This design comes from an exercise in tuning for small area on the open sky130 flow, not from production work. The RTL was checked by simulation tests, not by an equivalence proof against the original design. Power is estimated from default activity; no workload was simulated.

==> design.v <==
`default_nettype none
`default_nettype wire
`default_nettype none
package writeBackPkg;
	typedef enum logic [0:0] {
		dirRead  = 1'b0,
		dirWrite = 1'b1
	} reqDirE;
	typedef enum logic [0:0] {
		targetMemory = 1'b0,
		targetIo     = 1'b1
	} reqTargetE;
	typedef enum logic [0:0] {
		kindData  = 1'b0,
		kindInstr = 1'b1
	} reqKindE;
	typedef struct packed {
		reqDirE    dir;
		reqTargetE target;
		reqKindE   kind;
		logic [6:0] zero;
	} reqTagT;
	typedef enum logic [0:0] {
		stIdle   = 1'b0,
		stActive = 1'b1
	} storeStateE;
endpackage
`default_nettype wire
`timescale 1ns/1ps
`default_nettype none
module writeBackStage (
	input  wire logic                      dCacheCoreBus,
	input  wire logic                      arstN,
	input  wire logic                      canWriteBack,
	input  wire logic                      kill,
	input  wire logic [4-1:0]   srcReg1,
	input  wire logic                      srcReg1Valid,
	input  wire logic [4-1:0]   srcReg2,
	input  wire logic                      srcReg2Valid,
	input  wire logic [4-1:0]   destReg,
	input  wire logic [4-1:0]   destRegSpecial,
	input  wire logic                      destRegSpecialValid,
	input  wire logic                      isMemDest,
	input  wire logic [64-1:0]  memAddrDest,
	input  wire logic [64-1:0]  aluResult,
	input  wire logic [64-1:0]  aluResultSpecial,
	input  wire logic                      setInUse,
	input  wire logic [4-1:0]   setInUseReg,
	input  wire logic [4-1:0]   readAddr,
	input  wire logic                      reqAck,
	output logic      [64-1:0]  readData,
	output logic      [16-1:0]   inUseMap,
	output logic                           reqCyc,
	output logic      [64-1:0]  reqAddr,
	output logic      [64-1:0]  reqData,
	output writeBackPkg::reqTagT           reqTag,
	output logic                           stallOnMemWr,
	output logic                           writeBackSuccessful,
	output logic                           memFault
);
	localparam int NR = 16;
	localparam int DW = 64;
	logic       active;
	logic [3:0] count;
	logic       storeDone;
	logic       storeFault;
	logic       storeEnd;
	logic       isStore;
	logic       retire;
	logic       storeStart;
	assign isStore    = isMemDest && !kill;
	assign storeDone  = active && reqAck;
	assign storeFault = active && !reqAck && (count == 4'd15);
	assign storeEnd   = storeDone || storeFault;
	assign retire     = canWriteBack && (!isStore || storeEnd);
	assign storeStart = canWriteBack && isStore && !active;
	assign writeBackSuccessful = retire;
	assign stallOnMemWr        = canWriteBack && isStore && !storeEnd;
	assign reqCyc              = active;
	always_ff @(posedge dCacheCoreBus or negedge arstN) begin
		if (!arstN) begin
			active   <= 1'b0;
			memFault <= 1'b0;
		end else begin
			active   <= active ? !storeEnd : storeStart;
			memFault <= storeFault;
		end
	end
	always_ff @(posedge dCacheCoreBus) begin
		if (!active) begin
			count <= '0;
		end else if (count != 4'd15) begin
			count <= count + 1'b1;
		end
	end
	always_ff @(posedge dCacheCoreBus) begin
		if (storeStart) begin
			reqAddr <= memAddrDest;
			reqData <= aluResult;
		end
	end
	assign reqTag = 10'b10_0000_0000;
	logic          regWrEn;
	logic          specWrEn;
	logic          phase;
	logic [NR-1:0] wA;
	logic [NR-1:0] wS;
	logic [NR-1:0] selS;
	logic [NR-1:0] hold;
	logic [NR-1:0] written;
	logic [NR-1:0] rdSel;
	logic [DW-1:0] aluPh;
	logic [DW-1:0] specPh;
	logic [DW-1:0] regFile [NR];
	logic [DW-1:0] regNext [NR];
	logic [NR-1:0] rdBits [DW];
	assign regWrEn  = canWriteBack && !kill && !isMemDest;
	assign specWrEn = retire && !kill && destRegSpecialValid;
	always_comb begin
		for (int i = 0; i < NR; i++) begin
			wA[i]    = regWrEn && (destReg == i);
			wS[i]    = specWrEn && (destRegSpecial == i);
			selS[i]  = wS[i] && !wA[i];
			hold[i]  = !(wA[i] || wS[i]);
			rdSel[i] = written[i] && (readAddr == i);
		end
	end
	always_ff @(posedge dCacheCoreBus or negedge arstN) begin
		if (!arstN) begin
			written <= '0;
			phase   <= 1'b0;
		end else begin
			written <= written | wA | wS;
			phase   <= !phase;
		end
	end
	assign aluPh  = aluResult ^ {DW{phase}};
	assign specPh = aluResultSpecial ^ {DW{phase}};
	for (genvar i = 0; i < NR; i++) begin : gReg
		for (genvar b = 0; b < DW; b++) begin : gBit
			wbWriteBit uWr (
				.a(aluPh[b]), .aSel(wA[i]),
				.s(specPh[b]), .sSel(selS[i]),
				.q(regFile[i][b]), .qSel(hold[i]),
				.dN(regNext[i][b])
			);
			assign rdBits[b][i] = regFile[i][b];
		end
		always_ff @(posedge dCacheCoreBus) begin
			regFile[i] <= regNext[i];
		end
	end
	logic rdPhase;
	assign rdPhase = phase && (|rdSel);
	for (genvar b = 0; b < DW; b++) begin : gRd
		wbReadBit uRd (
			.sel(rdSel),
			.q(rdBits[b]),
			.phase(rdPhase),
			.d(readData[b])
		);
	end
	logic [NR-1:0] inUse;
	logic [NR-1:0] clearMask;
	logic [NR-1:0] setMask;
	always_comb begin
		for (int i = 0; i < NR; i++) begin
			setMask[i]   = setInUse && (setInUseReg == i);
			clearMask[i] = retire && ((destReg == i)
			             || (srcReg1Valid && (srcReg1 == i))
			             || (srcReg2Valid && (srcReg2 == i))
			             || (destRegSpecialValid && (destRegSpecial == i)));
		end
	end
	always_ff @(posedge dCacheCoreBus or negedge arstN) begin
		if (!arstN) begin
			inUse <= '0;
		end else begin
			inUse <= (inUse & ~clearMask) | setMask;
		end
	end
	assign inUseMap = inUse;
endmodule
`default_nettype wire
`default_nettype none
module wbWriteBit (
	input  wire logic a,
	input  wire logic aSel,
	input  wire logic s,
	input  wire logic sSel,
	input  wire logic q,
	input  wire logic qSel,
	output logic      dN
);
	assign dN = !((a & aSel) | (s & sSel) | (q & qSel));
endmodule
module wbAndOr3N (
	input  wire logic [2:0] sel,
	input  wire logic [2:0] q,
	output logic            yN
);
	assign yN = !(|(sel & q));
endmodule
module wbAndOr1N (
	input  wire logic sel,
	input  wire logic q,
	output logic      yN
);
	assign yN = !(sel & q);
endmodule
module wbReadOr3 (
	input  wire logic [2:0] yN,
	output logic            t
);
	assign t = !(&yN);
endmodule
module wbReadNone (
	input  wire logic [1:0] t,
	output logic            n
);
	assign n = !(|t);
endmodule
module wbReadJoin (
	input  wire logic n,
	input  wire logic phase,
	output logic      d
);
	assign d = !(n ^ phase);
endmodule
module wbReadBit (
	input  wire logic [16-1:0] sel,
	input  wire logic [16-1:0] q,
	input  wire logic                    phase,
	output logic                         d
);
	logic [5:0] yN;
	for (genvar k = 0; k < 5; k++) begin : gPart
		wbAndOr3N uPart (.sel(sel[3*k +: 3]), .q(q[3*k +: 3]), .yN(yN[k]));
	end
	wbAndOr1N uLast (.sel(sel[15]), .q(q[15]), .yN(yN[5]));
	logic [1:0] t;
	wbReadOr3 uOrLo (.yN(yN[2:0]), .t(t[0]));
	wbReadOr3 uOrHi (.yN(yN[5:3]), .t(t[1]));
	logic       n;
	wbReadNone uNone (.t(t), .n(n));
	wbReadJoin uJoin (.n(n), .phase(phase), .d(d));
endmodule
`default_nettype wire
==> flow/run.sh <==
#!/bin/bash
set -euo pipefail
bash standard.sh \
  "BUFFER_PORTS_ARGS=-buffer_cell sky130_fd_sc_hd__buf_1" \
  "CTS_ARGS=-sink_clustering_enable -repair_clock_nets -dont_use_dummy_load -buf_list {sky130_fd_sc_hd__clkbuf_4 sky130_fd_sc_hd__clkbuf_8}" \
  finish > flow_make.log 2>&1
==> standard.sh <==
#!/bin/bash
# synth_recipe.tcl (not shown) runs the flow's synth.tcl, then flattens the netlist and writes it again
# the make line also repeats each setting of config.mk as NAME=value (left out here)
make -C /OpenROAD-flow-scripts/flow DESIGN_CONFIG=/design/flow/config.mk WORK_HOME=/design/flow/orfs CLKGATE_MAP_FILE= SYNTH_SCRIPT=/design/flow/synth_recipe.tcl "${@:-finish}"
==> config.mk <==
export PLATFORM = sky130hd
export DESIGN_NAME = writeBackStage
export DESIGN_NICKNAME = writeBackStage
export VERILOG_FILES = /design/flow/design.v
export SDC_FILE = /design/flow/constraint.sdc
export NUM_CORES = 4
export LEC_CHECK = 0
export CAP_MARGIN = 20
export CELL_PAD_IN_SITES_DETAIL_PLACEMENT = 1
export CELL_PAD_IN_SITES_GLOBAL_PLACEMENT = 2
export CORE_MARGIN = 2
export CORE_UTILIZATION = 30
export CTS_BUF_LIST = sky130_fd_sc_hd__clkbuf_4 sky130_fd_sc_hd__clkbuf_8
export PLACE_DENSITY = 0.4
export SLEW_MARGIN = 20
export SYNTH_HIERARCHICAL = 1
export SYNTH_MINIMUM_KEEP_SIZE = 0
==> constraint.sdc <==
create_clock -name core_clock -period 8.0 [get_ports {dCacheCoreBus}]
set_input_delay 1.6000 -clock core_clock [delete_from_list [all_inputs] [get_ports {dCacheCoreBus}]]
set_output_delay 1.6000 -clock core_clock [all_outputs]
set_load 0.01 [all_outputs]
==> qor.yml, run 1 <==
clock_sink_count: 1191
cp_data_required_time_ns: 6.40
worst_hold_path_type: "register to register"
netlist_area_um2: 43540
synth_cells: 3296
cts_setup_buffers: 0
period_minus_slack_ns: 6.228
yosysWarnings: 12
ys_seq_elements: 1191
cts_hold_buffers: 0
worstPathMaxFanout: 42
layout_common_cells: "sky130_fd_sc_hd__a222oi_1, sky130_fd_sc_hd__dfxtp_1, sky130_fd_sc_hd__buf_1, sky130_fd_sc_hd__clkbuf_8, sky130_fd_sc_hd__nand3_1"
half_perimeter_wire_length_of_the_detailed_placement_result_um: 133100
critPathMaxStageDelay_ns: 0.98
yosysSeqAreaShare_pct: 58.10
synth_simple_gate_area_share_pct: 4.554
timing.critical_path.arrival_ns: 4.63
path_cells: "buf_1, nor2b_1, and3_4, a222oi_1, nand3_1, nor2_1, xnor2_1, buf_1"
drcViolationCount: 0
design.portCount: 448
areaGrowthSynthToFinish_pct: 21.61
port-buffer-count: 437
clk_latency_ns: 0.94
vias: 44240
final_min_period_over_clock_period_pct: 77.85
grt_usage_pct: 31.80
starting_density_pct: 30.27
clockBufferDepth: 3
worst_slew_margin_rel_pct: 21.17
wl_met3_um: 26930
setup_viol_count_final: 0
grt_start_max_net_pins: 99
critical_path_class: "primary input to output port"
leading_cell_type_in_the_layout_fill_and_taps_excluded: "sky130_fd_sc_hd__a222oi_1"
drtIter0Drc: 10740
synthDistinctLibCells: 52
cts_made_buffers: 214
ir_worst_vdd_v: 0.0001121
wire_length_of_the_first_global_routing_pass_um: 343000
static-leakage-power_uw: 0.01774
synth_async_sr_flop_share_pct: 2.939
antenna_found_initial: 2
placement.setup.worst_slack_ns: 1.878
post_route_setup_slack_ns: 1.772
cap_violations: 0
powerDensity_nw_per_um2: 286.9
finalHoldViolations: 0
critical_path.top_delay_family: "simple AND/OR/NAND/NOR gates"
final_gp_congestion: 0.7930
path_clk_slew_ns: 0.05
drtPass1Iterations: 13
ctsHtreeMaxLevel: 4
synth.mux.area_fraction_pct: 0.2414
grt_pass1_vias: 46160
critPathBufInv: 2
crit_path_start_kind: "primary input"
synth_top_flop_cell: "sky130_fd_sc_hd__dfxtp_1"
multiInputGateArea_um2: 19370
synth_top_area_share_pct: 47.26
die_x_um: 385.0
core_region_area_um2: 143800
post_route_antenna_net_violation_count: 0
dr.max_layer_used: "met5"
met1_length_um: 98420
nets: 4275
routed-wl-met2_um: 110400
dieHeight_um: 385.0
synth_largest_area_cell: "sky130_fd_sc_hd__dfxtp_1"
status: "complete, no violations"
synth-adder-area-share_pct: 0.02873
viasPerCell: 7.432
setup_repair_after_global_routing_missed_its_margin: "no"
critical-path-slowest-cell: "sky130_fd_sc_hd__and3_4"
total_power_uw: 15190
grt_remaining_overflow: 0
cts.root.buffer_cell: "sky130_fd_sc_hd__clkbuf_8"
layout.area.seq_um2: 25300
largest_family_of_logic_cells_by_synthesized_area: "compound AO/OA/AOI/OAI gates"
timing.critical_path.to_type: "output port"
worst-slew-pin-transition_ns: 1.182
routed_wire_length_per_instance_um: 41.19
postSynthAreaPerCell_um2: 13.21
synth-compound-area-share_pct: 32.57
cts-resized-gates: 0
setup_total_negative_slack_ns: 0
synth_xor_area_share_pct: 3.882
max_freq_ghz: 0.1606
finalWirelength_um: 245200
tritoncts_clock_tree: "done"
critical-path-top-cell-by-count: "sky130_fd_sc_hd__buf_1"
finClkSkew_ns: 0.07079
finalMaxSlewViolations: 0
drive_above_1_share_pct: 13.72
layout.core_utilization_pct: 36.82
holdWs_ns: 0.4576
die-area_um2: 148200
count_of_flip_flops_with_a_built_in_enable_after_synthesis: 128
fill_cells: 15190
placement_rows: 139
synth.top_cells.by_area: "sky130_fd_sc_hd__dfxtp_1, sky130_fd_sc_hd__a222oi_1, sky130_fd_sc_hd__edfxtp_1"
[power breakdown]
part / switching, uW / internal, uW / total [uW]
clock network: 2390 / 2330 / 4720
logic: 1150 / 1160 / 2310
registers: 758 / 7400 / 8160
total: 4300 / 10900 / 15200
[state kept, by name, indices dropped and copies added (netlist names)]
name,count
reqData,64
count,4
active,1
reqAddr,64
inUse,16
phase,1
regFile,1024
memFault,1
written,16
[layout make-up]
type / count / area share [%]
Antenna cell: 4 / 0.01890
Sequential cell: 1191 / 47.78
Multi-Input combinational cell: 2063 / 36.59
Timing Repair Buffer: 572 / 5.508
Clock buffer: 214 / 5.562
Tap cell: 1903 / 4.496
Inverter: 6 / 0.04253
[per-stage QoR]
step                instance area (um2)  std cells
floorplan                         43590       3304
global placement                  48900       5725
detailed placement                49240       5732
CTS                               52190       5946
global route                      52950       5951
finish                            52950       5953
[routing by layer]
| layer | up-vias | track usage, % |
|---|---|---|
| met5 | - | 0 |
| met4 | 2 | 14.12 |
| met3 | 607 | 6.925 |
| met2 | 3297 | 49.52 |
| met1 | 23080 | 42.17 |
| li1 | 17250 | - |
[logic make-up (layout without fill, tap and decap cells)]
kind of cell	count (synthesis)	count (layout)
other	2	14
XOR/XNOR	193	193
multiplexers	8	8
AND/OR/NAND/NOR	416	416
adder cells (fa/ha/maj)	1	1
buffers and inverters	50	792
AO/OA/AOI/OAI	1435	1435
flip-flops	1191	1191
[worst paths after layout]
kind,startpoint,end,slack [ns],cells past startpoint
max,readAddr[2],readData[58],1.77,8
min,regFile[1][12],regFile[1][12],0.46,1
max reg2reg,count[0],regFile[15][31],4.17,8
min reg2reg,regFile[1][12],regFile[1][12],0.46,1
max in group asynchronous,arstN,phase,6.48,1
min in group asynchronous,arstN,written[13],0.83,1
[Yosys stat by module, one instance, submodules excluded, a selection]
module | copies in the design | cell area (um2)
writeBackStage | 1 | 28410
wbWriteBit | 1024 | 10.01
wbAndOr3N | 320 | 10.01
wbReadOr3 | 128 | 5.005
wbAndOr1N | 64 | 3.754
wbReadNone | 64 | 3.754
[synthesized netlist by cell type, types with 2 or more instances]
cell type / n
sky130_fd_sc_hd__o2111ai_1: 2
sky130_fd_sc_hd__a21oi_1: 16
sky130_fd_sc_hd__o221ai_1: 12
sky130_fd_sc_hd__a211o_2: 5
sky130_fd_sc_hd__nand2_1: 83
sky130_fd_sc_hd__dfrtp_1: 35
sky130_fd_sc_hd__mux2i_1: 6
sky130_fd_sc_hd__a221o_1: 2
sky130_fd_sc_hd__a211oi_1: 3
sky130_fd_sc_hd__nor3_1: 24
sky130_fd_sc_hd__a221oi_1: 11
sky130_fd_sc_hd__conb_1: 2
sky130_fd_sc_hd__a22oi_1: 4
sky130_fd_sc_hd__nand3_1: 141
sky130_fd_sc_hd__nor3b_1: 6
sky130_fd_sc_hd__buf_4: 10
sky130_fd_sc_hd__and2_1: 6
sky130_fd_sc_hd__xnor2_1: 65
sky130_fd_sc_hd__a31oi_1: 2
sky130_fd_sc_hd__nor2b_1: 15
sky130_fd_sc_hd__inv_1: 6
sky130_fd_sc_hd__a22o_1: 3
sky130_fd_sc_hd__or2_2: 4
sky130_fd_sc_hd__a221o_2: 7
sky130_fd_sc_hd__nand2b_1: 8
sky130_fd_sc_hd__nand4b_1: 2
sky130_fd_sc_hd__edfxtp_1: 128
sky130_fd_sc_hd__dfxtp_1: 1028
sky130_fd_sc_hd__buf_1: 4
sky130_fd_sc_hd__clkbuf_1: 11
sky130_fd_sc_hd__a211o_1: 16
sky130_fd_sc_hd__nand3b_1: 2
sky130_fd_sc_hd__mux4_2: 2
sky130_fd_sc_hd__xor2_1: 128
sky130_fd_sc_hd__a222oi_1: 1344
sky130_fd_sc_hd__buf_2: 17
sky130_fd_sc_hd__nor2_1: 96
sky130_fd_sc_hd__and3_1: 23
sky130_fd_sc_hd__o21ai_0: 4
==> run 2, diff against run 1 <==
==> flow/run.sh (replaced) <==
#!/bin/bash
set -euo pipefail
bash standard.sh \
  "BUFFER_PORTS_ARGS=-buffer_cell sky130_fd_sc_hd__buf_1" \
  "CTS_ARGS=-sink_clustering_enable -repair_clock_nets -dont_use_dummy_load -sink_clustering_size 14 -sink_clustering_max_diameter 50 -buf_list {sky130_fd_sc_hd__clkbuf_4 sky130_fd_sc_hd__clkbuf_8}" \
  finish > flow_make.log 2>&1
--- a/config.mk
+++ b/config.mk
@@ -5,13 +5,13 @@
 export SDC_FILE = /design/flow/constraint.sdc
 export NUM_CORES = 4
 export LEC_CHECK = 0
-export CAP_MARGIN = 20
+export CAP_MARGIN = 5
 export CELL_PAD_IN_SITES_DETAIL_PLACEMENT = 1
 export CELL_PAD_IN_SITES_GLOBAL_PLACEMENT = 2
 export CORE_MARGIN = 2
 export CORE_UTILIZATION = 30
 export CTS_BUF_LIST = sky130_fd_sc_hd__clkbuf_4 sky130_fd_sc_hd__clkbuf_8
 export PLACE_DENSITY = 0.4
-export SLEW_MARGIN = 20
+export SLEW_MARGIN = 5
 export SYNTH_HIERARCHICAL = 1
 export SYNTH_MINIMUM_KEEP_SIZE = 0
==> run 2 against run 1 <==
Global-route usage down 0.14 points. Still clean. Worst hold slack improved by 0.0027 ns. Power is 5.3% lower. Critical path depth is the same. Wire length about the same. Utilization decreased by 1.1 points.
==> qor.yml, run 2 <==
fill_cells: 15320
tritoncts_clock_tree: "done"
grt_pass1_vias: 45400
final_gp_congestion: 0.7930
post_synth_most_frequent_cells: "sky130_fd_sc_hd__a222oi_1, sky130_fd_sc_hd__dfxtp_1, sky130_fd_sc_hd__nand3_1"
yosysSeqAreaShare_pct: 58.10
die-area_um2: 148200
finalMaxSlewViolations: 0
final_cell_area_excluding_filler_cells_um2: 51340
design.portCount: 448
cts.root.buffer_cell: "sky130_fd_sc_hd__clkbuf_8"
synth_cells: 3296
nets: 4211
post_route_antenna_net_violation_count: 0
register_with_the_most_flip_flops: "regFile"
grt_start_max_net_pins: 99
ctsHtreeMaxLevel: 4
path_clk_slew_ns: 0.06
powerDensity_nw_per_um2: 280.2
worst-slew-pin-transition_ns: 1.340
placement_rows: 139
cts_hold_buffers: 0
finClkSkew_ns: 0.08168
setup_viol_count_final: 0
cts_made_buffers: 154
clk_latency_ns: 0.93
areaGrowthSynthToFinish_pct: 17.90
max_freq_ghz: 0.1609
netlist_area_um2: 43540
half_perimeter_wire_length_of_the_detailed_placement_result_um: 131600
critical-path-top-cell-by-count: "sky130_fd_sc_hd__buf_1"
critical_path_class: "primary input to output port"
starting_density_pct: 30.27
finalWirelength_um: 245200
worst_hold_path_type: "register to register"
status: "complete, no violations"
setup_total_negative_slack_ns: 0
synth_largest_area_cell: "sky130_fd_sc_hd__dfxtp_1"
dpl_cell_area_um2: 48930
grt_remaining_overflow: 0
ir_worst_vdd_v: 0.0001126
drtPass1Iterations: 13
grt_usage_pct: 31.65
routed_wire_length_per_instance_um: 41.67
layout.core_utilization_pct: 35.70
die_x_um: 385.0
worst_slew_margin_rel_pct: 10.36
crit_path_start_kind: "primary input"
period_minus_slack_ns: 6.216
core_region_area_um2: 143800
drcViolationCount: 0
layout_common_cells: "sky130_fd_sc_hd__a222oi_1, sky130_fd_sc_hd__dfxtp_1, sky130_fd_sc_hd__buf_1, sky130_fd_sc_hd__clkbuf_8, sky130_fd_sc_hd__nand3_1"
r2r_setup_slack_ns: 4.10
dieHeight_um: 385.0
viasPerCell: 7.529
critical-path-slowest-cell: "sky130_fd_sc_hd__and3_4"
cts-resized-gates: 0
leading_cell_type_in_the_layout_fill_and_taps_excluded: "sky130_fd_sc_hd__a222oi_1"
port-buffer-count: 437
numPlacedInstances: 5725
critPathMaxStageDelay_ns: 0.97
vias: 44320
cp_data_required_time_ns: 6.40
clockBufferDepth: 3
timing.critical_path.arrival_ns: 4.62
ys_seq_elements: 1191
finalHoldViolations: 0
post_route_setup_slack_ns: 1.784
wire_length_of_the_first_global_routing_pass_um: 340700
drtIter0Drc: 11410
postSynthAreaPerCell_um2: 13.21
final_min_period_over_clock_period_pct: 77.70
cts_setup_buffers: 0
layoutNonFillerInstCount: 5886
setup_repair_after_global_routing_missed_its_margin: "no"
reg.largest.list: "regFile (1024), reqAddr (64), reqData (64)"
antenna_found_initial: 2
clock_sink_count: 1191
synth_async_sr_flop_share_pct: 2.939
placement.setup.worst_slack_ns: 1.890
synth.top_cells.by_area: "sky130_fd_sc_hd__dfxtp_1, sky130_fd_sc_hd__a222oi_1, sky130_fd_sc_hd__edfxtp_1"
cap_violations: 0
path_cells: "buf_1, nor2b_1, and3_4, a222oi_1, nand3_1, nor2_1, xnor2_1, buf_1"
static-leakage-power_uw: 0.01706
post-synth-top-count-cell: "sky130_fd_sc_hd__a222oi_1"
count_of_flip_flops_with_a_built_in_enable_after_synthesis: 128
synth_top_area_share_pct: 47.26
largest_register_ff_count: 1024
yosysWarnings: 12
timing.critical_path.to_type: "output port"
worstPathMaxFanout: 42
synthDistinctLibCells: 52
critical_path.top_delay_family: "simple AND/OR/NAND/NOR gates"
critPathBufInv: 2
drive_above_1_share_pct: 10.17
synth_top_flop_cell: "sky130_fd_sc_hd__dfxtp_1"
run 2: per-module statistics from Yosys, one instance, submodules excluded, excerpt:
module / cells inside / flops+latches
wbReadNone: 1 / 0
wbReadJoin: 1 / 0
wbReadOr3: 1 / 0
wbWriteBit: 1 / 0
writeBackStage: 1632 / 1191
wbAndOr1N: 1 / 0
wbAndOr3N: 1 / 0
run 2: path summary, 6_finish.rpt:
path	from	end	cells past startpoint
worst max-delay path	readAddr[2]	readData[58]	8
min in group asynchronous	arstN	written[4]	1
worst min-delay path	regFile[10][28]	regFile[10][28]	1
worst min register to register	regFile[10][28]	regFile[10][28]	1
worst max register to register	count[0]	regFile[1][49]	7
max in group asynchronous	arstN	phase	1
run 2: per-stage QoR:
step / total power (uW) / hold slack [ns]
3_5_place_dp: 10510 / 0.4533
5_1_grt: 15020 / 0.4690
6_report: 14380 / 0.4603
2_1_floorplan: 9624 / 0.4380
4_1_cts: 14430 / 0.4601
3_3_place_gp: 10310 / 0.4451
run 2: worst register-to-register path, stage by stage (launching register included):
cell                       delay [ns]
sky130_fd_sc_hd__dfxtp_1         0.34
sky130_fd_sc_hd__ha_1            0.29
sky130_fd_sc_hd__a31oi_1         0.19
sky130_fd_sc_hd__o21ai_1         0.24
sky130_fd_sc_hd__and2_1          0.47
sky130_fd_sc_hd__a21oi_4         1.04
sky130_fd_sc_hd__buf_4           0.94
sky130_fd_sc_hd__a222oi_1        0.23
run 2: cell type report:
type	instances	area, um2	area share, %
multi-input cells	2063	18730	36.48
clock buffers	154	2120	4.128
diodes	1	2.502	0.004874
flip-flops and latches	1191	25300	49.28
repair buffers	568	2783	5.420
well taps	1903	2381	4.638
inverters	6	22.52	0.04387
run 2: metal layers:
metal / share of wire [%] / vias up / track usage (%)
li1: - / 17190 / -
met1: 40 / 23180 / 42.13
met2: 44 / 3349 / 48.94
met3: 11 / 594 / 7.469
met4: 3.9 / 3 / 13.40
met5: 0.033 / - / 0.4224
run 2: cells by family after synthesis:
| kind of cell | share of synthesized area [%] |
|---|---|
| DFF | 58.10 |
| AOI/OAI and AO/OA | 32.57 |
| buffers and inverters | 0.6091 |
| adders and majority gates | 0.02873 |
| other | 0.01725 |
| xor gates and xnor gates | 3.882 |
| and+or+nand+nor | 4.554 |
| muxes | 0.2414 |
run 2: report_power, final:
group	switching [uW]	internal [uW]	leakage [uW]
Clock	2240	1700	0.00111
Sequential	754	7390	0.0104
Combinational	1150	1150	0.00552
Total	4140	10200	0.0171
==> run 3, diff against run 2 <==
==> flow/run.sh (replaced) <==
#!/bin/bash
set -euo pipefail
bash standard.sh \
  "BUFFER_PORTS_ARGS=-buffer_cell sky130_fd_sc_hd__buf_1" \
  "CTS_ARGS=-sink_clustering_enable -repair_clock_nets -dont_use_dummy_load -sink_clustering_size 16 -sink_clustering_max_diameter 60 -buf_list {sky130_fd_sc_hd__clkbuf_4 sky130_fd_sc_hd__clkbuf_8}" \
  finish > flow_make.log 2>&1
==> run 3 against run 2 <==
Still clean on timing, DRC and antenna. Clock-buffer cell count down 15. Sequential power is essentially flat. Cell count fell by 0.24%. Worst setup slack got worse by 0.024 ns. Wire length decreased by 0.15%. Die area stayed put. Critical endpoint unchanged.
==> qor.yml, run 3 <==
critical_path_class: "primary input to output port"
cap_violations: 0
ys_seq_elements: 1191
cp_data_required_time_ns: 6.40
largest_register_ff_count: 1024
final_gp_congestion: 0.7930
count_of_flip_flops_with_a_built_in_enable_after_synthesis: 128
setup_repair_after_global_routing_missed_its_margin: "no"
viasPerCell: 7.524
cts-resized-gates: 0
drtPass1Iterations: 14
grt_remaining_overflow: 0
static-leakage-power_uw: 0.01696
port-buffer-count: 437
synth_largest_area_cell: "sky130_fd_sc_hd__dfxtp_1"
design.portCount: 448
worstReg2RegStart: "count[0]"
final_min_period_over_clock_period_pct: 78.00
worstReg2RegEnd: "regFile[1][26]"
synthDistinctLibCells: 52
drcViolationCount: 0
worst_slew_margin_rel_pct: 7.511
clk_latency_ns: 0.90
ctsHtreeMaxLevel: 4
post_route_antenna_net_violation_count: 0
synth_async_sr_flop_share_pct: 2.939
worst_hold_path_type: "register to register"
status: "complete, no violations"
setup_viol_count_final: 0
antenna_found_initial: 1
starting_density_pct: 30.27
worst_hold_path.num_cells: 1
critical-path-top-cell-by-count: "sky130_fd_sc_hd__buf_1"
wire_length_of_the_first_global_routing_pass_um: 340600
total_power_uw: 14190
critPathMaxStageDelay_ns: 0.99
ir_worst_vdd_v: 0.00009927
leading_cell_type_in_the_layout_fill_and_taps_excluded: "sky130_fd_sc_hd__a222oi_1"
grt_usage_pct: 31.59
timing.reg2reg.worst_path_depth: 7
post_synth_most_frequent_cells: "sky130_fd_sc_hd__a222oi_1, sky130_fd_sc_hd__dfxtp_1, sky130_fd_sc_hd__nand3_1"
finalHoldViolations: 0
path_clk_slew_ns: 0.07
half_perimeter_wire_length_of_the_detailed_placement_result_um: 131600
routed_wire_length_per_instance_um: 41.70
layout_common_cells: "sky130_fd_sc_hd__a222oi_1, sky130_fd_sc_hd__dfxtp_1, sky130_fd_sc_hd__buf_1, sky130_fd_sc_hd__nand3_1, sky130_fd_sc_hd__clkbuf_8"
areaGrowthSynthToFinish_pct: 17.47
clockBufferDepth: 3
synth_cells: 3296
setup_total_negative_slack_ns: 0
register_with_the_most_flip_flops: "regFile"
die_x_um: 385.0
clock_sink_count: 1191
drtIter0Drc: 11180
grt_start_max_net_pins: 99
cts_made_buffers: 139
core_region_area_um2: 143800
cts_hold_buffers: 0
post-synth-top-count-cell: "sky130_fd_sc_hd__a222oi_1"
critPathBufInv: 2
crit_path_start_kind: "primary input"
timing.critical_path.arrival_ns: 4.64
max_freq_ghz: 0.1603
reg.largest.list: "regFile (1024), reqAddr (64), reqData (64)"
worst-slew-pin-transition_ns: 1.383
postSynthAreaPerCell_um2: 13.21
cts_setup_buffers: 0
path_cells: "buf_1, nor2b_1, and3_4, a222oi_1, nand3_1, nor2_1, xnor2_1, buf_1"
whs_endpoint: "regFile[7][24]"
finalMaxSlewViolations: 0
vias: 44180
period_minus_slack_ns: 6.240
die-area_um2: 148200
finClkSkew_ns: 0.06358
placement_rows: 139
cts.root.buffer_cell: "sky130_fd_sc_hd__clkbuf_8"
nets: 4196
yosysWarnings: 12
finalWirelength_um: 244900
synth_top_area_share_pct: 47.26
grt_pass1_vias: 45200
powerDensity_nw_per_um2: 277.4
tritoncts_clock_tree: "done"
synth_top_flop_cell: "sky130_fd_sc_hd__dfxtp_1"
synth.top_cells.by_area: "sky130_fd_sc_hd__dfxtp_1, sky130_fd_sc_hd__a222oi_1, sky130_fd_sc_hd__edfxtp_1"
drive_above_1_share_pct: 9.856
worstPathMaxFanout: 42
timing.critical_path.to_type: "output port"
yosysSeqAreaShare_pct: 58.10
critical_path.top_delay_family: "simple AND/OR/NAND/NOR gates"
hold_start: "regFile[7][24]"
critical-path-slowest-cell: "sky130_fd_sc_hd__and3_4"
dieHeight_um: 385.0
worst-path-stages: 8
netlist_area_um2: 43540
r2r_setup_slack_ns: 4.13
run 3: cell counts after synthesis:
Identical to the previous run, type by type.
run 3: stage by stage:
| step | std cells | setup WS (ns) | instance area, um2 | hold WS, ns | util [%] |
|---|---|---|---|---|---|
| 6_report | 5872 | 1.760 | 51150 | 0.4607 | 35.56 |
| 3_3_place_gp | 5725 | 1.955 | 48900 | 0.4451 | 34.00 |
| 3_5_place_dp | 5725 | 1.890 | 48930 | 0.4533 | 34.02 |
| 4_1_cts | 5864 | 1.874 | 50850 | 0.4623 | 35.35 |
| 2_1_floorplan | 3304 | 1.440 | 43590 | 0.4380 | - |
| 5_1_grt | 5871 | 1.697 | 51150 | 0.4717 | 35.56 |
run 3: area by class of cell:
| class | instances | area, um2 |
|---|---|---|
| Sequential cell | 1191 | 25300 |
| Inverter | 6 | 22.52 |
| Timing Repair Buffer | 568 | 2790 |
| Tap cell | 1903 | 2381 |
| Multi-Input combinational cell | 2063 | 18740 |
| Clock buffer | 139 | 1913 |
| Antenna cell | 2 | 5.005 |
| Fill cell | 15320 | 92680 |
run 3: logic make-up (layout without fill, tap and decap cells):
| family | count (synthesis) | count (layout) | share of synthesized area (%) |
|---|---|---|---|
| AOI/OAI and AO/OA | 1435 | 1435 | 32.57 |
| xor gates and xnor gates | 193 | 193 | 3.882 |
| and+or+nand+nor | 416 | 416 | 4.554 |
| muxes | 8 | 8 | 0.2414 |
| DFF | 1191 | 1191 | 58.10 |
| other | 2 | 12 | 0.01725 |
| buffers and inverters | 50 | 713 | 0.6091 |
| adders and majority gates | 1 | 1 | 0.02873 |
run 3: per-module statistics from Yosys (local to each module, per instance), excerpt:
module	flip-flops and latches	cells	area (um2)
wbReadJoin	0	1	8.758
wbWriteBit	0	1	10.01
wbAndOr3N	0	1	10.01
wbReadNone	0	1	3.754
wbAndOr1N	0	1	3.754
wbReadOr3	0	1	5.005
writeBackStage	1191	1632	28410
run 3: worst register-to-register path, cell delays in order (launching register included):
cell and delay [ns]:
sky130_fd_sc_hd__dfxtp_1 0.34, sky130_fd_sc_hd__ha_1 0.29, sky130_fd_sc_hd__a31oi_1 0.19, sky130_fd_sc_hd__o21ai_1 0.24, sky130_fd_sc_hd__and2_1 0.46, sky130_fd_sc_hd__a21oi_4 1.03
sky130_fd_sc_hd__buf_4 0.91, sky130_fd_sc_hd__a222oi_1 0.23
run 3: routing by layer:
layer / wire, um / global-route usage (%) / vias up
met4: 9641 / 13.30 / 0
li1: - / - / 17170
met3: 26150 / 6.956 / 579
met1: 99450 / 42.16 / 23190
met5: 0 / 0 / -
met2: 109600 / 49.14 / 3247
run 3: worst max-delay path by stage:
stage / from / end
after global placement: readAddr[2] / readData[63]
after global routing: readAddr[2] / readData[63]
after CTS: readAddr[2] / readData[63]
final: readAddr[2] / readData[58]
after detailed placement: readAddr[2] / readData[63]
after floorplan: readAddr[2] / readData[0]
run 3: power by group:
| group | switching [uW] | internal (uW) | total, uW | leakage, uW |
|---|---|---|---|---|
| registers | 752 | 7390 | 8140 | 0.0104 |
| clock network | 2210 | 1540 | 3750 | 0.000999 |
| logic | 1150 | 1150 | 2300 | 0.00553 |
| total | 4110 | 10100 | 14200 | 0.0170 |
==> run 4, diff against run 3 <==
--- a/design.v
+++ b/design.v
@@ -102,15 +102,13 @@
 	assign reqTag = 10'b10_0000_0000;
 	logic          regWrEn;
 	logic          specWrEn;
-	logic          phase;
 	logic [NR-1:0] wA;
 	logic [NR-1:0] wS;
 	logic [NR-1:0] selS;
 	logic [NR-1:0] hold;
 	logic [NR-1:0] written;
+	logic [NR-1:0] phase;
 	logic [NR-1:0] rdSel;
-	logic [DW-1:0] aluPh;
-	logic [DW-1:0] specPh;
 	logic [DW-1:0] regFile [NR];
 	logic [DW-1:0] regNext [NR];
 	logic [NR-1:0] rdBits [DW];
@@ -128,19 +126,18 @@
 	always_ff @(posedge dCacheCoreBus or negedge arstN) begin
 		if (!arstN) begin
 			written <= '0;
-			phase   <= 1'b0;
 		end else begin
 			written <= written | wA | wS;
-			phase   <= !phase;
-		end
-	end
-	assign aluPh  = aluResult ^ {DW{phase}};
-	assign specPh = aluResultSpecial ^ {DW{phase}};
+		end
+	end
+	always_ff @(posedge dCacheCoreBus) begin
+		phase <= ~(hold & phase);
+	end
 	for (genvar i = 0; i < NR; i++) begin : gReg
 		for (genvar b = 0; b < DW; b++) begin : gBit
 			wbWriteBit uWr (
-				.a(aluPh[b]), .aSel(wA[i]),
-				.s(specPh[b]), .sSel(selS[i]),
+				.a(aluResult[b]), .aSel(wA[i]),
+				.s(aluResultSpecial[b]), .sSel(selS[i]),
 				.q(regFile[i][b]), .qSel(hold[i]),
 				.dN(regNext[i][b])
 			);
@@ -151,7 +148,7 @@
 		end
 	end
 	logic rdPhase;
-	assign rdPhase = phase && (|rdSel);
+	assign rdPhase = |(rdSel & phase);
 	for (genvar b = 0; b < DW; b++) begin : gRd
 		wbReadBit uRd (
 			.sel(rdSel),
==> run 4 against run 3 <==
Combinational power down 6%. Clock-buffer cell count shrank 7. Synthesized area is 1.8% lower. Global-route usage increased by 0.51 points. Die area fell by 1.7%. Non-clock buffer count shrank 7. Clock power down 3%. Critical path depth grew 1. Utilization fell by 0.14 points. Critical endpoint is now readData[42]. Highest routed layer is now met5.
==> qor.yml, run 4 <==
status: "complete, no violations"
areaGrowthSynthToFinish_pct: 17.25
drtIter0Drc: 11710
post_route_antenna_net_violation_count: 0
layout.area.seq_um2: 25590
postSynthAreaPerCell_um2: 13.41
grt_remaining_overflow: 0
cap_violations: 0
design.portCount: 448
worst_slew_margin_rel_pct: 18.95
placement_rows: 138
tritoncts_clock_tree: "done"
yosysSeqAreaShare_pct: 59.83
synth_cells: 3189
multiInputGateArea_um2: 17550
clockBufferDepth: 3
nets: 4094
finalMaxSlewViolations: 0
register_with_the_most_flip_flops: "regFile"
final_gp_congestion: 0.7905
cts_setup_buffers: 0
critical_path.top_delay_family: "simple AND/OR/NAND/NOR gates"
synth_top_area_share_pct: 48.85
drcViolationCount: 0
half_perimeter_wire_length_of_the_detailed_placement_result_um: 128900
die_x_um: 381.6
yosysWarnings: 12
setup_repair_after_global_routing_missed_its_margin: "no"
dr.max_layer_used: "met5"
cts.root.buffer_cell: "sky130_fd_sc_hd__clkbuf_8"
fill_cells: 15050
worstPathMaxFanout: 36
grt_usage_pct: 32.10
critical-path-slowest-cell: "sky130_fd_sc_hd__and3_4"
port-buffer-count: 437
synth_largest_area_cell: "sky130_fd_sc_hd__dfxtp_1"
synthDistinctLibCells: 47
largest_register_ff_count: 1024
cp_data_required_time_ns: 6.40
setup_viol_count_final: 0
post-synth-top-count-cell: "sky130_fd_sc_hd__a222oi_1"
cts_made_buffers: 132
synth_top_flop_cell: "sky130_fd_sc_hd__dfxtp_1"
timing.critical_path.to_type: "output port"
clk_latency_ns: 0.90
ys_seq_elements: 1206
viasPerCell: 7.518
cts_hold_buffers: 0
dieHeight_um: 381.6
finalWirelength_um: 244900
powerDensity_nw_per_um2: 280.1
path_clk_slew_ns: 0.06
antenna_found_initial: 15
met1_length_um: 96400
max_freq_ghz: 0.1620
period_minus_slack_ns: 6.173
routed-wl-met2_um: 112800
die-area_um2: 145600
grt_start_max_net_pins: 102
post_synth_most_frequent_cells: "sky130_fd_sc_hd__a222oi_1, sky130_fd_sc_hd__dfxtp_1, sky130_fd_sc_hd__nand3_1"
drtPass1Iterations: 13
leading_cell_type_in_the_layout_fill_and_taps_excluded: "sky130_fd_sc_hd__a222oi_1"
vias: 43320
synth.top_cells.by_area: "sky130_fd_sc_hd__dfxtp_1, sky130_fd_sc_hd__a222oi_1, sky130_fd_sc_hd__edfxtp_1"
routed_wire_length_per_instance_um: 42.49
path_cells: "buf_1, nor2b_1, and3_4, buf_12, a222oi_1, nand3_1, nor2_1, xnor2_1, buf_1"
critical-path-top-cell-by-count: "sky130_fd_sc_hd__buf_1"
clock_sink_count: 1206
finClkSkew_ns: 0.06233
total_power_uw: 14050
layout_common_cells: "sky130_fd_sc_hd__a222oi_1, sky130_fd_sc_hd__dfxtp_1, sky130_fd_sc_hd__buf_1, sky130_fd_sc_hd__nand3_1, sky130_fd_sc_hd__clkbuf_8"
timing.critical_path.arrival_ns: 4.57
critPathMaxStageDelay_ns: 0.88
worst-slew-pin-transition_ns: 1.216
ir_worst_vdd_v: 0.0001082
critical_path_class: "primary input to output port"
netlist_area_um2: 42780
setup_total_negative_slack_ns: 0
ctsHtreeMaxLevel: 4
grt_pass1_vias: 44780
worst_hold_path_type: "register to register"
critPathBufInv: 3
drive_above_1_share_pct: 8.900
synth_async_sr_flop_share_pct: 2.819
wire_length_of_the_first_global_routing_pass_um: 341000
static-leakage-power_uw: 0.01676
starting_density_pct: 30.21
count_of_flip_flops_with_a_built_in_enable_after_synthesis: 128
core_region_area_um2: 141600
reg.largest.list: "regFile (1024), reqAddr (64), reqData (64)"
final_min_period_over_clock_period_pct: 77.16
cts-resized-gates: 0
crit_path_start_kind: "primary input"
finalHoldViolations: 0
wl_met3_um: 25060
## run 4: changes by cell type in the layout (fill, tap and decap cells not counted), moves of 18 or more
cell | previous run | this run
sky130_fd_sc_hd__nand2b_1 | 8 | 26
sky130_fd_sc_hd__xor2_1 | 96 | 0
sky130_fd_sc_hd__xor2_2 | 32 | 0
sky130_fd_sc_hd__nand4_1 | 1 | 22
## run 4: stage by stage
step	std cells	utilization [%]	setup WS [ns]	instance area, um2	hold slack, ns
2_1_floorplan	3197	-	1.646	42820	0.3586
3_3_place_gp	5621	34.10	1.961	48280	0.3654
3_5_place_dp	5622	34.12	1.912	48300	0.3718
4_1_cts	5754	35.40	1.911	50120	0.3881
5_1_grt	5761	35.42	1.720	50150	0.4021
6_report	5763	35.43	1.827	50160	0.3853
## run 4: final timing paths
check                            startpoint               to  slack, ns  cells past startpoint
worst max-delay path            readAddr[0]     readData[42]       1.83                      9
worst min-delay path              phase[11]        phase[11]       0.39                      1
worst max register to register     count[0]  regFile[12][56]       4.15                      8
worst min register to register    phase[11]        phase[11]       0.39                      1
max in group asynchronous             arstN       written[1]       6.48                      1
min in group asynchronous             arstN      written[13]       0.87                      1
## run 4: modules after synthesis, one instance, submodules excluded, excerpt
module / cell area [um2] / flops+latches
wbReadJoin: 8.758 / 0
writeBackStage: 27650 / 1206
wbAndOr3N: 10.01 / 0
wbReadOr3: 5.005 / 0
wbAndOr1N: 3.754 / 0
wbReadNone: 3.754 / 0
wbWriteBit: 10.01 / 0
## run 4: final cells by class
type                    count  share of cell area (%)
diodes                      8                 0.03991
flip-flops and latches   1206                   51.03
repair buffers            561                   5.553
multi-input cells        1959                   34.99
inverters                   7                 0.05238
clock buffers             132                   3.622
well taps                1890                   4.715
## run 4: power by group
part / leakage [uW] / switching (uW) / internal (uW) / total [uW]
combinational: 0.00525 / 1060 / 1100 / 2170
sequential: 0.0106 / 765 / 7480 / 8240
clock: 0.000949 / 2170 / 1470 / 3640
## run 4: per-layer routing
metal  up-vias  global-route usage [%]
met5         -                       0
met4        10                   14.80
met3       626                   6.797
met2      3187                   51.42
met1     22570                   41.34
li1      16940                       -
## run 4: logic make-up (layout without fill, tap and decap cells)
| group | count (synthesis) | after routing | synth area share (%) |
|---|---|---|---|
| multiplexers | 1 | 1 | 0.02340 |
| AO/OA/AOI/OAI | 1416 | 1416 | 32.84 |
| adder cells (fa/ha/maj) | 1 | 1 | 0.02924 |
| other | 2 | 18 | 0.01756 |
| AND/OR/NAND/NOR | 466 | 466 | 5.487 |
| buffers and inverters | 32 | 700 | 0.4416 |
| XOR/XNOR | 65 | 65 | 1.331 |
| flip-flops | 1206 | 1206 | 59.83 |
==> run 5, diff against run 4 <==
==> flow/run.sh (replaced) <==
#!/bin/bash
set -euo pipefail
bash standard.sh \
  "BUFFER_PORTS_ARGS=-buffer_cell sky130_fd_sc_hd__buf_1" \
  "CTS_ARGS=-sink_clustering_enable -repair_clock_nets -dont_use_dummy_load -sink_clustering_size 18 -sink_clustering_max_diameter 70 -buf_list {sky130_fd_sc_hd__clkbuf_4 sky130_fd_sc_hd__clkbuf_8}" \
  finish > flow_make.log 2>&1
==> run 5 against run 4 <==
Fmax is essentially flat. Sequential cell count is the same. Clock skew grew 0.057 ns. Register-to-register slack gained 0.04 ns. Via count grew 0.24%. Die area is the same. Synthesized cell count is the same. Worst hold slack lost 0.00060 ns. Clock power shrank 9.1%. Non-clock buffer count is the same. Sequential share of layout area grew 0.34 points. Sequential power is essentially flat. Critical endpoint is now readData[23]. Largest cell class unchanged.
==> qor.yml, run 5 <==
layout.area.seq_um2: 25590
synth_top_flop_cell: "sky130_fd_sc_hd__dfxtp_1"
finalMaxSlewViolations: 0
finalWirelength_um: 244800
grt_start_max_net_pins: 102
drive_above_1_share_pct: 8.331
path_cells: "buf_1, nor2b_1, and3_4, buf_4, a222oi_1, nand3_1, nor2_1, xnor2_1, buf_1"
synth_largest_area_cell: "sky130_fd_sc_hd__dfxtp_1"
starting_density_pct: 30.21
synth_async_sr_flop_share_pct: 2.819
leading_cell_type_in_the_layout_fill_and_taps_excluded: "sky130_fd_sc_hd__a222oi_1"
critical-path-top-cell-by-count: "sky130_fd_sc_hd__buf_1"
final_min_period_over_clock_period_pct: 77.19
powerDensity_nw_per_um2: 275.3
worstReg2RegStart: "count[0]"
globalRouteMet3Util_pct: 6.080
static-leakage-power_uw: 0.01659
finalHoldViolations: 0
cts.root.buffer_cell: "sky130_fd_sc_hd__clkbuf_8"
critical_path.top_delay_family: "simple AND/OR/NAND/NOR gates"
drtPass1Iterations: 13
placement.setup.worst_slack_ns: 1.912
postSynthAreaPerCell_um2: 13.41
post-synth-top-count-cell: "sky130_fd_sc_hd__a222oi_1"
grt_usage_pct: 31.96
worst_hold_path.num_cells: 1
largest_register_ff_count: 1024
timing.critical_path.arrival_ns: 4.58
port-buffer-count: 437
cp_data_required_time_ns: 6.40
synthDistinctLibCells: 47
timing.reg2reg.worst_path_depth: 8
finClkSkew_ns: 0.1191
critical-path-slowest-cell: "sky130_fd_sc_hd__and3_4"
placement_rows: 138
grt_busiest_layer: "met2"
setup_total_negative_slack_ns: 0
setup_repair_after_global_routing_missed_its_margin: "no"
clock_sink_count: 1206
yosysWarnings: 12
layout_common_cells: "sky130_fd_sc_hd__a222oi_1, sky130_fd_sc_hd__dfxtp_1, sky130_fd_sc_hd__buf_1, sky130_fd_sc_hd__nand3_1, sky130_fd_sc_hd__edfxtp_1"
half_perimeter_wire_length_of_the_detailed_placement_result_um: 128900
fill_cells: 15090
hold_start: "phase[11]"
status: "complete, no violations"
path_clk_slew_ns: 0.06
reg.largest.list: "regFile (1024), reqAddr (64), reqData (64)"
post_synth_most_frequent_cells: "sky130_fd_sc_hd__a222oi_1, sky130_fd_sc_hd__dfxtp_1, sky130_fd_sc_hd__nand3_1"
tritoncts_clock_tree: "done"
worst_slew_margin_rel_pct: 17.91
r2r_setup_slack_ns: 4.19
drtIter0Drc: 11980
critPathMaxStageDelay_ns: 0.96
yosysSeqAreaShare_pct: 59.83
post_route_setup_slack_ns: 1.825
wire_length_of_the_first_global_routing_pass_um: 340700
cts_setup_buffers: 0
cap_violations: 0
worstPathMaxFanout: 36
routed_wire_length_per_instance_um: 42.68
ys_seq_elements: 1206
die-area_um2: 145600
count_of_flip_flops_with_a_built_in_enable_after_synthesis: 128
areaGrowthSynthToFinish_pct: 16.47
post_route_antenna_net_violation_count: 0
whs_endpoint: "phase[11]"
holdWs_ns: 0.3847
nets: 4070
worstReg2RegEnd: "regFile[12][56]"
core_region_area_um2: 141600
timing.critical_path.to_type: "output port"
grt_util_met1_pct: 41.22
design.portCount: 448
cts_hold_buffers: 0
layout.core_utilization_pct: 35.19
setup_viol_count_final: 0
cts-resized-gates: 0
grt_remaining_overflow: 0
ctsHtreeMaxLevel: 3
netlist_area_um2: 42780
grt_pass1_vias: 44670
synth_top_area_share_pct: 48.85
synth_cells: 3189
worst-slew-pin-transition_ns: 1.231
drcViolationCount: 0
max_freq_ghz: 0.1619
viasPerCell: 7.570
crit_path_start_kind: "primary input"
period_minus_slack_ns: 6.175
synth.top_cells.by_area: "sky130_fd_sc_hd__dfxtp_1, sky130_fd_sc_hd__a222oi_1, sky130_fd_sc_hd__edfxtp_1"
critPathBufInv: 3
dpl_cell_area_um2: 48300
m2_gr_usage_pct: 51.60
worst_hold_path_type: "register to register"
final_cell_area_excluding_filler_cells_um2: 49820
dieHeight_um: 381.6
cts_made_buffers: 108
multiInputGateArea_um2: 17550
critical_path_class: "primary input to output port"
register_with_the_most_flip_flops: "regFile"
clockBufferDepth: 3
antenna_found_initial: 15
clk_latency_ns: 0.90
final_gp_congestion: 0.7905
vias: 43430
ir_worst_vdd_v: 0.0001340
die_x_um: 381.6
==> run 5: logic make-up after synthesis <==
logic type | share of synthesized area, %
simple gates | 5.487
compound gates | 32.84
other cells | 0.01756
xor+xnor | 1.331
buf+inv | 0.4416
flops | 59.83
mux | 0.02340
fa+ha+maj | 0.02924
==> run 5: final cells by class <==
cell class                 instances  area share (%)
timing repair buffer             561           5.590
inverter                           7         0.05274
tap                             1890           4.746
sequential                      1206           51.37
clock buffer                     108           2.983
antenna                            6         0.03013
multi-input combinational       1959           35.23
==> run 5: worst max path at each step <==
stage,depth (start not counted),slack [ns],end,startpoint
3_3_place_gp,9,1.96,readData[4],readAddr[1]
5_1_grt,9,1.72,readData[42],readAddr[0]
6_report,9,1.82,readData[23],readAddr[1]
3_5_place_dp,9,1.91,readData[10],readAddr[0]
2_1_floorplan,6,1.65,regFile[14][0],kill
4_1_cts,9,1.91,readData[10],readAddr[0]
==> run 5: power breakdown <==
group	internal, uW	switching (uW)
logic	1100	1070
clock network	1200	2110
registers	7470	764
==> run 5: per-layer routing <==
metal	vias up	share of wire, %
li1	16880	-
met1	22700	39
met2	3189	46
met3	657	9.9
met4	10	4.7
met5	-	0.027
==> run 5: modules after synthesis, one instance, submodules excluded, a selection <==
module | area [um2] | cells inside | times used
wbAndOr3N | 10.01 | 1 | 320
wbReadOr3 | 5.005 | 1 | 128
wbReadNone | 3.754 | 1 | 64
wbAndOr1N | 3.754 | 1 | 64
wbWriteBit | 10.01 | 1 | 1024
writeBackStage | 27650 | 1525 | 1
wbReadJoin | 8.758 | 1 | 64
==> run 5: stage by stage <==
stage / power (uW) / std cells
CTS: 13770 / 5730
finish: 13710 / 5737
global placement: 10290 / 5621
global route: 14340 / 5737
floorplan: 9552 / 3197
detailed placement: 10490 / 5622
==> run 6, diff against run 5 <==
==> flow/run.sh (replaced) <==
#!/bin/bash
set -euo pipefail
bash standard.sh \
  "BUFFER_PORTS_ARGS=-buffer_cell sky130_fd_sc_hd__buf_1" \
  "CTS_ARGS=-sink_clustering_enable -repair_clock_nets -dont_use_dummy_load -sink_clustering_size 10 -sink_clustering_max_diameter 50 -buf_list {sky130_fd_sc_hd__clkbuf_4}" \
  finish > flow_make.log 2>&1
--- a/config.mk
+++ b/config.mk
@@ -9,9 +9,9 @@
 export CELL_PAD_IN_SITES_DETAIL_PLACEMENT = 1
 export CELL_PAD_IN_SITES_GLOBAL_PLACEMENT = 2
 export CORE_MARGIN = 2
-export CORE_UTILIZATION = 30
-export CTS_BUF_LIST = sky130_fd_sc_hd__clkbuf_4 sky130_fd_sc_hd__clkbuf_8
-export PLACE_DENSITY = 0.4
+export CORE_UTILIZATION = 45
+export CTS_BUF_LIST = sky130_fd_sc_hd__clkbuf_4
+export PLACE_DENSITY = 0.55
 export SLEW_MARGIN = 5
 export SYNTH_HIERARCHICAL = 1
 export SYNTH_MINIMUM_KEEP_SIZE = 0
==> run 6 against run 5 <==
Die area decreased by 33%. Largest cell class unchanged. Clock skew shrank 0.037 ns. Sequential power about the same. Final area decreased by 2.9%. Largest power group unchanged. Utilization increased by 16 points. Still clean on timing, DRC and antenna. Worst setup slack better by 0.032 ns.
==> qor.yml, run 6 <==
status: "complete, no violations"
dr.max_layer_used: "met5"
drtIter0Drc: 12670
worst_hold_path_type: "register to register"
placement_rows: 113
cts-resized-gates: 0
grt_remaining_overflow: 0
die_x_um: 312.3
drtPass1Iterations: 15
path_clk_slew_ns: 0.11
synthDistinctLibCells: 47
grt_usage_pct: 40.73
timing.critical_path.arrival_ns: 4.54
post-synth-top-count-cell: "sky130_fd_sc_hd__a222oi_1"
areaGrowthSynthToFinish_pct: 13.07
post_synth_most_frequent_cells: "sky130_fd_sc_hd__a222oi_1, sky130_fd_sc_hd__dfxtp_1, sky130_fd_sc_hd__nand3_1"
cap_violations: 0
final_gp_congestion: 0.8586
worst_slew_margin_rel_pct: 10.57
grt_start_max_net_pins: 67
critical_path_class: "primary input to output port"
post_route_setup_slack_ns: 1.857
ir_worst_vdd_v: 0.0001416
grt_pass1_vias: 44680
synth_top_area_share_pct: 48.85
post_route_antenna_net_violation_count: 0
met1_length_um: 72550
layout.core_utilization_pct: 51.14
die-area_um2: 97550
largest_register_ff_count: 1024
yosysSeqAreaShare_pct: 59.83
routed_wire_length_per_instance_um: 40.49
finalMaxSlewViolations: 0
drive_above_1_share_pct: 8.806
drcViolationCount: 0
synth_cells: 3189
max_freq_ghz: 0.1628
finalWirelength_um: 207900
setup_repair_after_global_routing_missed_its_margin: "no"
clock_sink_count: 1206
synth_async_sr_flop_share_pct: 2.819
layoutNonFillerInstCount: 5134
fill_cells: 9749
design.portCount: 448
cts_made_buffers: 147
yosysWarnings: 12
port-buffer-count: 437
postSynthAreaPerCell_um2: 13.41
setup_viol_count_final: 0
synth_top_flop_cell: "sky130_fd_sc_hd__dfxtp_1"
finClkSkew_ns: 0.08228
cts_setup_buffers: 0
routed-wl-met2_um: 94250
register_with_the_most_flip_flops: "regFile"
timing.critical_path.to_type: "output port"
period_minus_slack_ns: 6.143
wire_length_of_the_first_global_routing_pass_um: 299500
static-leakage-power_uw: 0.01634
wl_met3_um: 28780
ys_seq_elements: 1206
nets: 4090
cts.root.buffer_cell: "sky130_fd_sc_hd__clkbuf_4"
powerDensity_nw_per_um2: 274.0
numPlacedInstances: 4979
holdWs_ns: 0.3946
crit_path_start_kind: "primary input"
layout_common_cells: "sky130_fd_sc_hd__a222oi_1, sky130_fd_sc_hd__dfxtp_1, sky130_fd_sc_hd__buf_1, sky130_fd_sc_hd__clkbuf_4, sky130_fd_sc_hd__nand3_1"
viasPerCell: 8.487
worstPathMaxFanout: 48
ctsHtreeMaxLevel: 4
antenna_found_initial: 10
cts_hold_buffers: 0
placement.setup.worst_slack_ns: 1.895
clockBufferDepth: 3
finalHoldViolations: 0
synth_largest_area_cell: "sky130_fd_sc_hd__dfxtp_1"
cp_data_required_time_ns: 6.40
leading_cell_type_in_the_layout_fill_and_taps_excluded: "sky130_fd_sc_hd__a222oi_1"
starting_density_pct: 45.23
final_min_period_over_clock_period_pct: 76.79
setup_total_negative_slack_ns: 0
clk_latency_ns: 1.10
synth.top_cells.by_area: "sky130_fd_sc_hd__dfxtp_1, sky130_fd_sc_hd__a222oi_1, sky130_fd_sc_hd__edfxtp_1"
netlist_area_um2: 42780
worst-slew-pin-transition_ns: 1.341
reg.largest.list: "regFile (1024), reqAddr (64), reqData (64)"
core_region_area_um2: 94590
tritoncts_clock_tree: "done"
half_perimeter_wire_length_of_the_detailed_placement_result_um: 109900
dieHeight_um: 312.3
count_of_flip_flops_with_a_built_in_enable_after_synthesis: 128
vias: 43570
==> run 6: path summary, 6_finish.rpt <==
check	end	startpoint	slack, ns	cells past startpoint
min	phase[15]	phase[15]	0.39	1
max	readData[13]	readAddr[0]	1.86	9
max in group asynchronous	inUse[2]	arstN	6.69	1
min reg2reg	phase[15]	phase[15]	0.39	1
max reg2reg	regFile[12][11]	count[0]	4.29	8
min in group asynchronous	written[4]	arstN	0.64	1
==> run 6: through the flow <==
stage / instance area (um2) / power (uW)
floorplan: 42820 / 9552
global placement: 47250 / 10190
detailed placement: 47250 / 10440
CTS: 48350 / 13210
global route: 48370 / 13820
finish: 48370 / 13250
==> run 6: area by class of cell <==
type / count / area, um2 / area share (%)
flip-flops and latches: 1206 / 25590 / 52.91
inverters: 7 / 26.28 / 0.05432
multi-input cells: 1959 / 17550 / 36.29
clock buffers: 147 / 1104 / 2.281
repair buffers: 542 / 2492 / 5.153
well taps: 1265 / 1583 / 3.272
diodes: 8 / 20.02 / 0.04139
==> run 6: modules after synthesis, one instance, submodules excluded, a selection <==
module	copies in the design	cells	flops+latches
wbReadJoin	64	1	0
wbReadOr3	128	1	0
wbWriteBit	1024	1	0
wbAndOr3N	320	1	0
wbReadNone	64	1	0
wbAndOr1N	64	1	0
writeBackStage	1	1525	1206
==> run 6: critical path: stages <==
cell                       delay [ns]
sky130_fd_sc_hd__buf_1           0.14
sky130_fd_sc_hd__nor2b_1         0.53
sky130_fd_sc_hd__and3_4          1.02
sky130_fd_sc_hd__buf_4           0.47
sky130_fd_sc_hd__a222oi_1        0.14
sky130_fd_sc_hd__nand3_1         0.18
sky130_fd_sc_hd__nor2_1          0.08
sky130_fd_sc_hd__xnor2_1         0.17
sky130_fd_sc_hd__buf_1           0.18
==> run 6: power by group <==
group | switching [uW] | internal (uW) | total [uW]
Clock | 2030 | 846 | 2870
Combinational | 1040 | 1100 | 2130
Sequential | 774 | 7470 | 8240
Total | 3840 | 9410 | 13300
==> run 6: cells by family (layout without fill, tap and decap cells) <==
logic type	Yosys count	in the layout	share of synthesized area, %
and+or+nand+nor	466	466	5.487
other	2	18	0.01756
buffers and inverters	32	696	0.4416
DFF	1206	1206	59.83
muxes	1	1	0.02340
AOI/OAI and AO/OA	1416	1416	32.84
adders and majority gates	1	1	0.02924
xor gates and xnor gates	65	65	1.331
==> run 6: routing by layer <==
| metal | vias up | global-route usage [%] |
|---|---|---|
| li1 | 16950 | - |
| met3 | 862 | 10.27 |
| met5 | - | 0 |
| met4 | 6 | 24.70 |
| met2 | 3898 | 63.29 |
| met1 | 21850 | 51.09 |

## port drivers added, routing unchanged
The flow's constraints put no driver on any port. The routed layouts listed below were extracted and timed again, unchanged, in two steps.
Step 1 sets driving cells, clkbuf_16 on the clock port and buf_2 on the other inputs (assumed; they add their load-dependent delay and slew).
Step 2 adds t to the input delays and takes it off the output delays; t is the mean of the earliest and latest rising clock arrival at the registers after step 1. Input paths then give back, and output paths get back, about the clock's delay inside the block.
Three values: ideal, step 1, step 2; two values: the first two.
run	shift t [ns]	setup slack, ns	clock arrival spread, ns	worst data-port slew with drivers (ns)	cell pins on the clock port's net
run 1	0.981	1.772 / 1.745 / 1.745	0.081 / 0.080	0.07	1
run 2	0.958	1.784 / 1.752 / 1.752	0.096 / 0.096	0.07	1
run 3	0.950	1.760 / 1.729 / 1.729	0.071 / 0.071	0.07	1
run 4	0.948	1.827 / 1.805 / 1.805	0.062 / 0.062	0.16	1
run 5	0.910	1.825 / 1.797 / 1.797	0.140 / 0.140	0.15	1
run 6	1.151	1.857 / 1.830 / 1.830	0.118 / 0.117	0.13	1
After both steps setup and hold are still met in every run listed. For run 2, which loses most, drivers alone change the setup slack by -0.032 ns; drivers and shift together by -0.032 ns.
